Background: an optimization exercise with open tools, aiming at small area, a short achievable clock period and few clock cycles per item. Do not read the settings as production practice.
Function was checked by simulation only, so behaviour that the tests miss may differ from the original.
Power figures rest on the tool's default switching activity, not on a simulated workload.

## onyx
## tau_top
module tau_top (
	input  logic        i_clk,
	input  logic        i_rst_n,
	input  logic        i_wb_cyc,
	input  logic        i_wb_stb,
	input  logic        i_wb_we,
	input  logic [3:0]  i_wb_adr,
	input  logic [31:0] i_wb_dat,
	output logic        o_wb_ack,
	output logic [31:0] o_wb_dat,
	input  logic        i_req_rdy,
	input  logic [69:0] i_req,
	output logic        o_req_ack,
	output logic        o_addr_rdy,
	output logic [18:0] o_addr,
	input  logic        i_addr_ack
);
	function automatic logic [31:0] csa(input logic [15:0] a, input logic [15:0] b, input logic [15:0] c);
		logic [15:0] s;
		logic [15:0] y;
		s = a ^ b ^ c;
		y = (a & b) | (a & c) | (b & c);
		csa = {y[14:0], 1'b0, s};
	endfunction
	logic [3:0][15:0] base0;
	logic [3:0][15:0] base1;
	logic [3:0][15:0] pitch;
	logic [3:0][13:0] bstr;
	logic [3:0][13:0] astr;
	logic        wb_hit;
	logic        ack_r;
	logic [31:0] wdat;
	logic [31:0] rd_word;
	logic [31:0] rd_dat_r;
	assign wb_hit = i_wb_cyc && i_wb_stb && !ack_r;
	assign wdat   = i_wb_dat & {32{i_rst_n}};
	for (genvar e = 0; e < 4; e++) begin : g_tab
		logic [3:0] wen;
  ...
Size: ~3100 cells after synthesis, roughly 610 flip-flops, roughly 170 I/O pins, roughly 40000 um^2 of cells after synthesis.
clock: 12.0 ns
lec_check: 0
cap_margin: 80
core_margin: 2
core_utilization: 40
slew_margin: 80
run.sh (not shown) runs the stock make flow with config.mk's settings and CLKGATE_MAP_FILE= SYNTH_SCRIPT=/design/flow/synth_recipe.tcl, a recipe that flattens the netlist after the stock synthesis.
Testbench counts of onyx, summed over its fixed seeds: cycles 4,182, items 4,150.
diff inputs: onyx => nickel
Settings: CTS_BUF_LIST newly set to sky130_fd_sc_hd__clkbuf_8; CORE_UTILIZATION changed from 40 to 60.
### Flow results
Measured against each other, onyx and nickel differ in multi-input gate share of total cell area, the lower figure coming from onyx.
Of onyx and nickel, onyx shows the lower routed wire length, with nickel above it.
From onyx to nickel the numbers moved as follows: depth of the critical timing path with buffers and inverters included saw an increase, setup slack of the critical path after layout saw a decrease, width of the chip saw a decrease, clock-pin transition on the worst setup and hold timing paths saw little to no change, sequential share of layout area saw an increase.
nickel finished all stages; the layout is clean.
Between onyx and nickel, the flow reports cell count decreasing by a little under 10%.
Lower critical path data arrival time was reported by onyx, not nickel.
--- input diff nickel..zinc ---
Settings: a change of SLEW_MARGIN from 80 to 20; a change of CORE_UTILIZATION from 60 to 40; a change of CAP_MARGIN from 80 to 20; a change of CTS_BUF_LIST from sky130_fd_sc_hd__clkbuf_8 to sky130_fd_sc_hd__clkbuf_4.
### Flow results
Diff nickel -> zinc: worst-case setup margin in the final layout now larger; share of the clock period used by the worst path fell by 2.4 points; wire length on met3 down 2.7 mm; count of clock buffers in the final design grew by about 120%.
zinc can be clocked faster than nickel.
zinc vs nickel — core outline area climbed by more than a quarter
In zinc the total routing resource utilization after global routing turned out 11 points lower than in nickel.
Re routed length on met2: zinc and nickel aren't equal, and the lower value belongs to nickel.
Lower ratio of cells with drive above 1 in the final layout among zinc and nickel: zinc
> inputs changed (zinc -> raven)
Settings: CTS_BUF_LIST changed from sky130_fd_sc_hd__clkbuf_4 to sky130_fd_sc_hd__clkbuf_8; CTS_CLUSTER_SIZE newly set to 30.
==> comparison <==
Diff raven..zinc | delay of the slowest cell on the worst path | negligible. Delta (raven minus zinc): fmax picked up an extra 0.46%, power consumed by combinational cells neither gained nor lost much. On fraction of standard cell area that is sequential, zinc and raven are neck and neck. In raven the minimum clock period turned out 0.028 ns lower than in zinc.
## Diff of input files: yarrow against raven
Settings: CTS_CLUSTER_SIZE: 30 -> unset; CTS_BUF_LIST: sky130_fd_sc_hd__clkbuf_8 -> unset.
==> notes.md <==
- yarrow packs its core tighter than raven.
- On wire length after detailed routing, the higher figure sits with raven, not yarrow.
- Compared with raven, yarrow shows a total power that is 280 uW higher.
- yarrow vs. raven: number of clock buffers in the layout went down by 24%, register-to-register slack now sits lower.

========
job 3015:
Another version of the RTL of tau_top (not shown whole).
Size: ~3000 cells after synthesis, roughly 790 flip-flops, about 170 I/O pins, roughly 0.043 mm² of cells after synthesis.
// tau_top
module tau_top (
	input  logic        i_clk,
	input  logic        i_rst_n,
	input  logic        i_wb_cyc,
	input  logic        i_wb_stb,
	input  logic        i_wb_we,
	input  logic [3:0]  i_wb_adr,
	input  logic [31:0] i_wb_dat,
	output logic        o_wb_ack,
	output logic [31:0] o_wb_dat,
	input  logic        i_req_rdy,
	input  logic [69:0] i_req,
	output logic        o_req_ack,
	output logic        o_addr_rdy,
	output logic [18:0] o_addr,
	input  logic        i_addr_ack
);
	function automatic logic [31:0] csa(input logic [15:0] a, input logic [15:0] b, input logic [15:0] c);
		logic [15:0] s;
		logic [15:0] y;
		s = a ^ b ^ c;
		y = (a & b) | (a & c) | (b & c);
		csa = {y[14:0], 1'b0, s};
	endfunction
	logic [3:0][15:0] base0;
	logic [3:0][15:0] base1;
	logic [3:0][15:0] pitch;
	logic [3:0][13:0] bstr;
	logic [3:0][13:0] astr;
	logic        wb_hit;
	logic        ack_r;
	logic        wq_v;
	logic [3:0]  wq_adr;
	logic [31:0] wq_dat;
	logic [31:0] wdat;
	logic [31:0] rd_word;
	logic [3:0][31:0] rd_w;
	logic [31:0] rd_dat_r;
	assign wb_hit = i_wb_cyc && i_wb_stb && !ack_r;
	always_ff @(posedge i_clk) begin
		wq_v   <= i_rst_n && wb_hit && i_wb_we;
		wq_adr <= i_wb_adr;
		wq_dat <= i_wb_dat;
	end
	assign wdat   = wq_dat & {32{i_rst_n}};
	for (genvar e = 0; e < 4; e++) begin : g_tab
		logic [3:0] wen;
		for (genvar w = 0; w < 4; w++) begin : g_w
			assign wen[w] = !i_rst_n || (wq_v && wq_adr == 4'(e * 4 + w));
		end
		always_ff @(posedge i_clk) begin
			if (wen[0]) begin
				base0[e] <= wdat[15:0];
				base1[e] <= wdat[31:16];
			end
			if (wen[1]) pitch[e] <= wdat[15:0];
			if (wen[2]) bstr[e]  <= wdat[13:0];
			if (wen[3]) astr[e]  <= wdat[13:0];
		end
	end
	always_comb begin
		for (int e = 0; e < 4; e++) begin
			case (i_wb_adr[1:0])
				2'd0:    rd_w[e] = {base1[e], base0[e]};
				2'd1:    rd_w[e] = {16'd0, pitch[e]};
				2'd2:    rd_w[e] = {18'd0, bstr[e]};
				default: rd_w[e] = {18'd0, astr[e]};
			endcase
		end
		rd_word = rd_w[i_wb_adr[3:2]];
	end
	always_ff @(posedge i_clk) begin
		if (!i_rst_n) ack_r <= 1'b0;
  ...
export LEC_CHECK = 0
export CAP_MARGIN = 60
export CORE_MARGIN = 2
export CORE_UTILIZATION = 40
export CTS_CLUSTER_SIZE = 25
export SLEW_MARGIN = 20
create_clock -name core_clock -period 12.0 [get_ports {i_clk}]
standard.sh (not shown) runs the stock make flow with config.mk's settings and CLKGATE_MAP_FILE= SYNTH_SCRIPT=/design/flow/synth_recipe.tcl, a recipe that flattens the netlist after the stock synthesis.
==> flow/flow/run.sh <==
#!/bin/bash
set -euo pipefail
export BUFFER_PORTS_ARGS="-buffer_cell sky130_fd_sc_hd__buf_4"
bash standard.sh > standard.log 2>&1
Job 3015 was carried through to the last stage, and its layout satisfied the timing, DRC and antenna checks.
Testbench counts of job 3015, summed over its fixed seeds: cycles 4,198, items 4,150.
Edits applied to the flow inputs when going from job 3015 to job 1922:
- CTS_CLUSTER_SIZE now 27, was 25
- CTS_CLUSTER_DIAMETER now 100, previously not set
Results
Number of diodes in job 1922 vs job 3015: down 1. Sort job 3015 and job 1922 by number of global-route vias before repair asc -> top: job 1922. Number of H-tree branching levels in job 1922 is 1 below job 3015. Fmax: job 1922 below job 3015. [job 1922] mean routed wirelength per cell rose 0.84% relative to job 3015. Looking only at part of the power in combinational logic, and setting everything else aside, the higher value of job 3015 and job 1922 goes to job 1922. Slew at the pin with the worst max-slew slack in job 1922 vs job 3015: up 15 ps. Reported clock group power (job 1922 over job 3015): decrease, about 44%. The worst hold slack number comes out lower for job 3015 vs job 1922.
[inputs] job 1358 vs job 1922
- swapping 100 for 70 in CTS_CLUSTER_DIAMETER
- swapping 27 for 30 in CTS_CLUSTER_SIZE
[summary]
- Share of power burned in the clock network in job 1358 is 1.8 points higher than in job 1922
- From job 1922 to job 1358 the numbers moved as follows: share of cell area taken by flip-flops and latches shows a reduction of 0.45 points, headroom to the max-slew limit shows no meaningful change, switching fraction of total power shows no meaningful change, number of clock-tree buffers in the layout shows a reduction of about 14%.
- Compared job 1358 vs job 1922, and share of the final layout cell area in multi-input gates is down in job 1358.
- Detailed-route wire length on metal 1 was higher in job 1922 than in job 1358.

========
tau_top, a different RTL version from the one above (not shown whole).
Size: roughly 780 flip-flops, roughly 170 I/O pins, roughly 0.044 mm^2 of cells after synthesis.
export LEC_CHECK = 0
export ABC_AREA = 1
export CAP_MARGIN = 45
export CORE_MARGIN = 2
export CORE_UTILIZATION = 40
export CTS_CLUSTER_DIAMETER = 100
export CTS_CLUSTER_SIZE = 27
export SLEW_MARGIN = 20
create_clock -name core_clock -period 12.0 [get_ports {i_clk}]
Scripts as last shown in full above: flow/flow/run.sh
The starting point went through all stages and came out clean.
Testbench counts at the start, summed over its fixed seeds: cycles 4,198, items 4,150.
Change:
ABC_AREA = default   (was 1)
CAP_MARGIN = 60   (was 45)
Effect: The changed run completed with no timing, DRC or antenna violations; first-iteration DRC count fell by 5.4%; wire length is lower by 11%; non-clock buffer count rises by 32; power decreases by 15%; area after synthesis is lower by 3.2%; worst setup slack improved by 0.061 ns; cell count falls by 25%; die area decreases by 3.2%; clock skew hardly moves; global-route usage drops by 1.6 points; final area came out lower by 2.3%.
Change:
==> flow/flow/run.sh (replaced) <==
#!/bin/bash
set -euo pipefail
export BUFFER_PORTS_ARGS="-buffer_cell sky130_fd_sc_hd__buf_2"
bash standard.sh > standard.log 2>&1
CAP_MARGIN = 45   (was 60)
Worst setup slack improves by 0.14 ns.
Synthesized cell count does not change.
Clock-buffer cell count is lower by 5.
Global-route usage barely changes.
Hold slack loses 0.0038 ns.
Routed wire length is about the same.
Die area is unchanged.
Design area goes down by 2.0%.
Change:
==> flow/flow/run.sh (replaced) <==
#!/bin/bash
set -euo pipefail
export BUFFER_PORTS_ARGS="-buffer_cell sky130_fd_sc_hd__buf_4"
bash standard.sh > standard.log 2>&1
After rerunning: Total power is higher by 0.65%. Via count decreases by 0.34%. Setup slack hardly moves. Final cell count stays the same. Count of clock-buffer cells in the layout rose by 4. Synthesized area does not change. Utilization climbs by 0.46 points.

========
Setup of job 2286:
tau_top again, from the RTL that the note above started with.
clock: 12.0 ns
lec_check: 0
cap_margin: 45
core_margin: 2
core_utilization: 60
cts_cluster_diameter: 100
cts_cluster_size: 27
slew_margin: 20
==> flow/flow/run.sh <==
#!/bin/bash
set -euo pipefail
export BUFFER_PORTS_ARGS="-buffer_cell sky130_fd_sc_hd__buf_2"
bash standard.sh > standard.log 2>&1
Testbench counts of job 2286, summed over its fixed seeds: cycles 4,198, items 4,150.
Edits applied to the flow inputs when going from job 2286 to job 1612:
diff --git a/flow/config.mk b/flow/config.mk
--- a/flow/config.mk
+++ b/flow/config.mk
@@ -10 +10 @@
-export CORE_UTILIZATION = 60
+export CORE_UTILIZATION = 50
Findings:
- When job 1612 is measured against job 2286, its fraction of layout cells with a size suffix above 1 turns out 0.64 points higher.
- The global-route track usage on met3 in job 1612 was lower than what job 2286 gave.
- Compared with job 2286, total power consumption of the routed design in job 1612 decreased slightly.

========
Another version of the RTL of tau_top (not shown whole).
For scale: about 790 flip-flops, roughly 170 I/O pins, about 0.043 mm2 of cells after synthesis.
Design tau_top, start of the top module:
module tau_top (
	input  logic        i_clk,
	input  logic        i_rst_n,
	input  logic        i_wb_cyc,
	input  logic        i_wb_stb,
	input  logic        i_wb_we,
	input  logic [3:0]  i_wb_adr,
	input  logic [31:0] i_wb_dat,
	output logic        o_wb_ack,
	output logic [31:0] o_wb_dat,
	input  logic        i_req_rdy,
	input  logic [69:0] i_req,
	output logic        o_req_ack,
	output logic        o_addr_rdy,
	output logic [18:0] o_addr,
	input  logic        i_addr_ack
);
==> flow/config.mk <==
export PLATFORM = sky130hd
export DESIGN_NAME = tau_top
export DESIGN_NICKNAME = tau_top
export VERILOG_FILES = /design/flow/design.v
export SDC_FILE = /design/flow/constraint.sdc
export NUM_CORES = 4
export LEC_CHECK = 0
export CAP_MARGIN = 20
export CORE_MARGIN = 2
export CORE_UTILIZATION = 40
export SLEW_MARGIN = 20
==> flow/constraint.sdc <==
create_clock -name core_clock -period 12.0 [get_ports {i_clk}]
set_input_delay 2.4000 -clock core_clock [delete_from_list [all_inputs] [get_ports {i_clk}]]
set_output_delay 2.4000 -clock core_clock [all_outputs]
set_load 0.01 [all_outputs]
==> flow/flow/run.sh <==
#!/bin/bash
set -euo pipefail
export BUFFER_PORTS_ARGS="-buffer_cell sky130_fd_sc_hd__buf_4"
bash standard.sh > standard.log 2>&1
The starting point went through all stages and came out clean.
Testbench counts at the start, summed over its fixed seeds: cycles 4,198, items 4,150.
==> next run, changes <==
- CAP_MARGIN: 20 -> 60
Effect: Synthesized area does not change. Global-route usage barely changes. Routed wire length barely changes. Hold slack barely changes. Clock power falls by a few percent. Sequential power falls by a few percent. Via count rises slightly. Maximum frequency rises by a few percent. Final area rises slightly. Power hardly moves.
==> next run, changes <==
==> flow/run.sh (new file) <==
#!/bin/bash
# synth_recipe.tcl (not shown) runs the flow's synth.tcl, then flattens the netlist and writes it again
# the make line also repeats each setting of config.mk as NAME=value (left out here)
make -C /OpenROAD-flow-scripts/flow DESIGN_CONFIG=/design/flow/config.mk WORK_HOME=/design/flow/orfs CLKGATE_MAP_FILE= SYNTH_SCRIPT=/design/flow/synth_recipe.tcl finish
- CAP_MARGIN: 60 -> 20
removed: flow/flow/run.sh
removed: flow/standard.sh
The new run finished with timing, DRC and antenna clean.
Core utilization is lower by 0.56 points.
Wire length is lower by 0.72%.
Via count is lower by 1.7%.
Total power is lower by 1.1%.

[re-timing with driven ports]
The flow's constraints put no driver on any port. The routed layouts listed below were extracted and timed again, unchanged, in two steps.
Step 1 assumes that a clkbuf_16 drives the clock port and a buf_2 every other input.
Step 2, shift: input delay + t, output delay - t, t = (earliest + latest rising clock arrival at the registers) / 2. This alone moves slack from input paths to output paths.
a / b / c = ideal / step 1 / step 2; a / b = the first two.
run | shift t [ns] | setup WS [ns] | worst hold slack (ns)
onyx | 0.701 | 6.139 / 6.139 / 6.139 | 0.428 / 0.428 / 0.428
nickel | 0.801 | 5.583 / 5.583 / 5.583 | 0.416 / 0.416 / 0.416
zinc | 1.123 | 5.876 / 5.876 / 5.876 | 0.433 / 0.433 / 0.433
raven | 0.818 | 5.904 / 5.904 / 5.904 | 0.429 / 0.429 / 0.429
yarrow | 0.701 | 5.861 / 5.861 / 5.861 | 0.429 / 0.429 / 0.429
job 3015 | 0.701 | 8.265 / 8.241 / 7.578 | 0.413 / 0.413 / 0.413
job 1922 | 0.692 | 8.232 / 8.239 / 7.547 | 0.427 / 0.427 / 0.427
job 1358 | 0.710 | 8.262 / 8.227 / 7.565 | 0.386 / 0.386 / 0.386
the first run of note 3 | 0.704 | 7.909 / 7.942 / 7.249 | 0.438 / 0.438 / 0.438
the second run of note 3 | 0.689 | 7.970 / 8.007 / 7.318 | 0.441 / 0.441 / 0.441
the third run of note 3 | 0.680 | 8.112 / 8.149 / 7.469 | 0.437 / 0.437 / 0.437
the fourth run of note 3 | 0.693 | 8.114 / 8.156 / 7.463 | 0.436 / 0.436 / 0.436
job 2286 | 0.678 | 7.836 / 7.882 / 7.204 | 0.438 / 0.438 / 0.438
job 1612 | 0.677 | 7.881 / 7.909 / 7.232 | 0.464 / 0.464 / 0.464
the first run of note 5 | 0.727 | 7.734 / 7.783 / 7.056 | 0.420 / 0.420 / 0.420
the second run of note 5 | 0.705 | 7.966 / 8.010 / 7.305 | 0.418 / 0.418 / 0.418
the third run of note 5 | 0.730 | 7.479 / 7.521 / 6.791 | 0.412 / 0.412 / 0.412
After both steps setup and hold are still met in every run listed. The setup slack of job 1358, which loses most, moves by -0.035 ns with the drivers and by -0.697 ns with both steps.
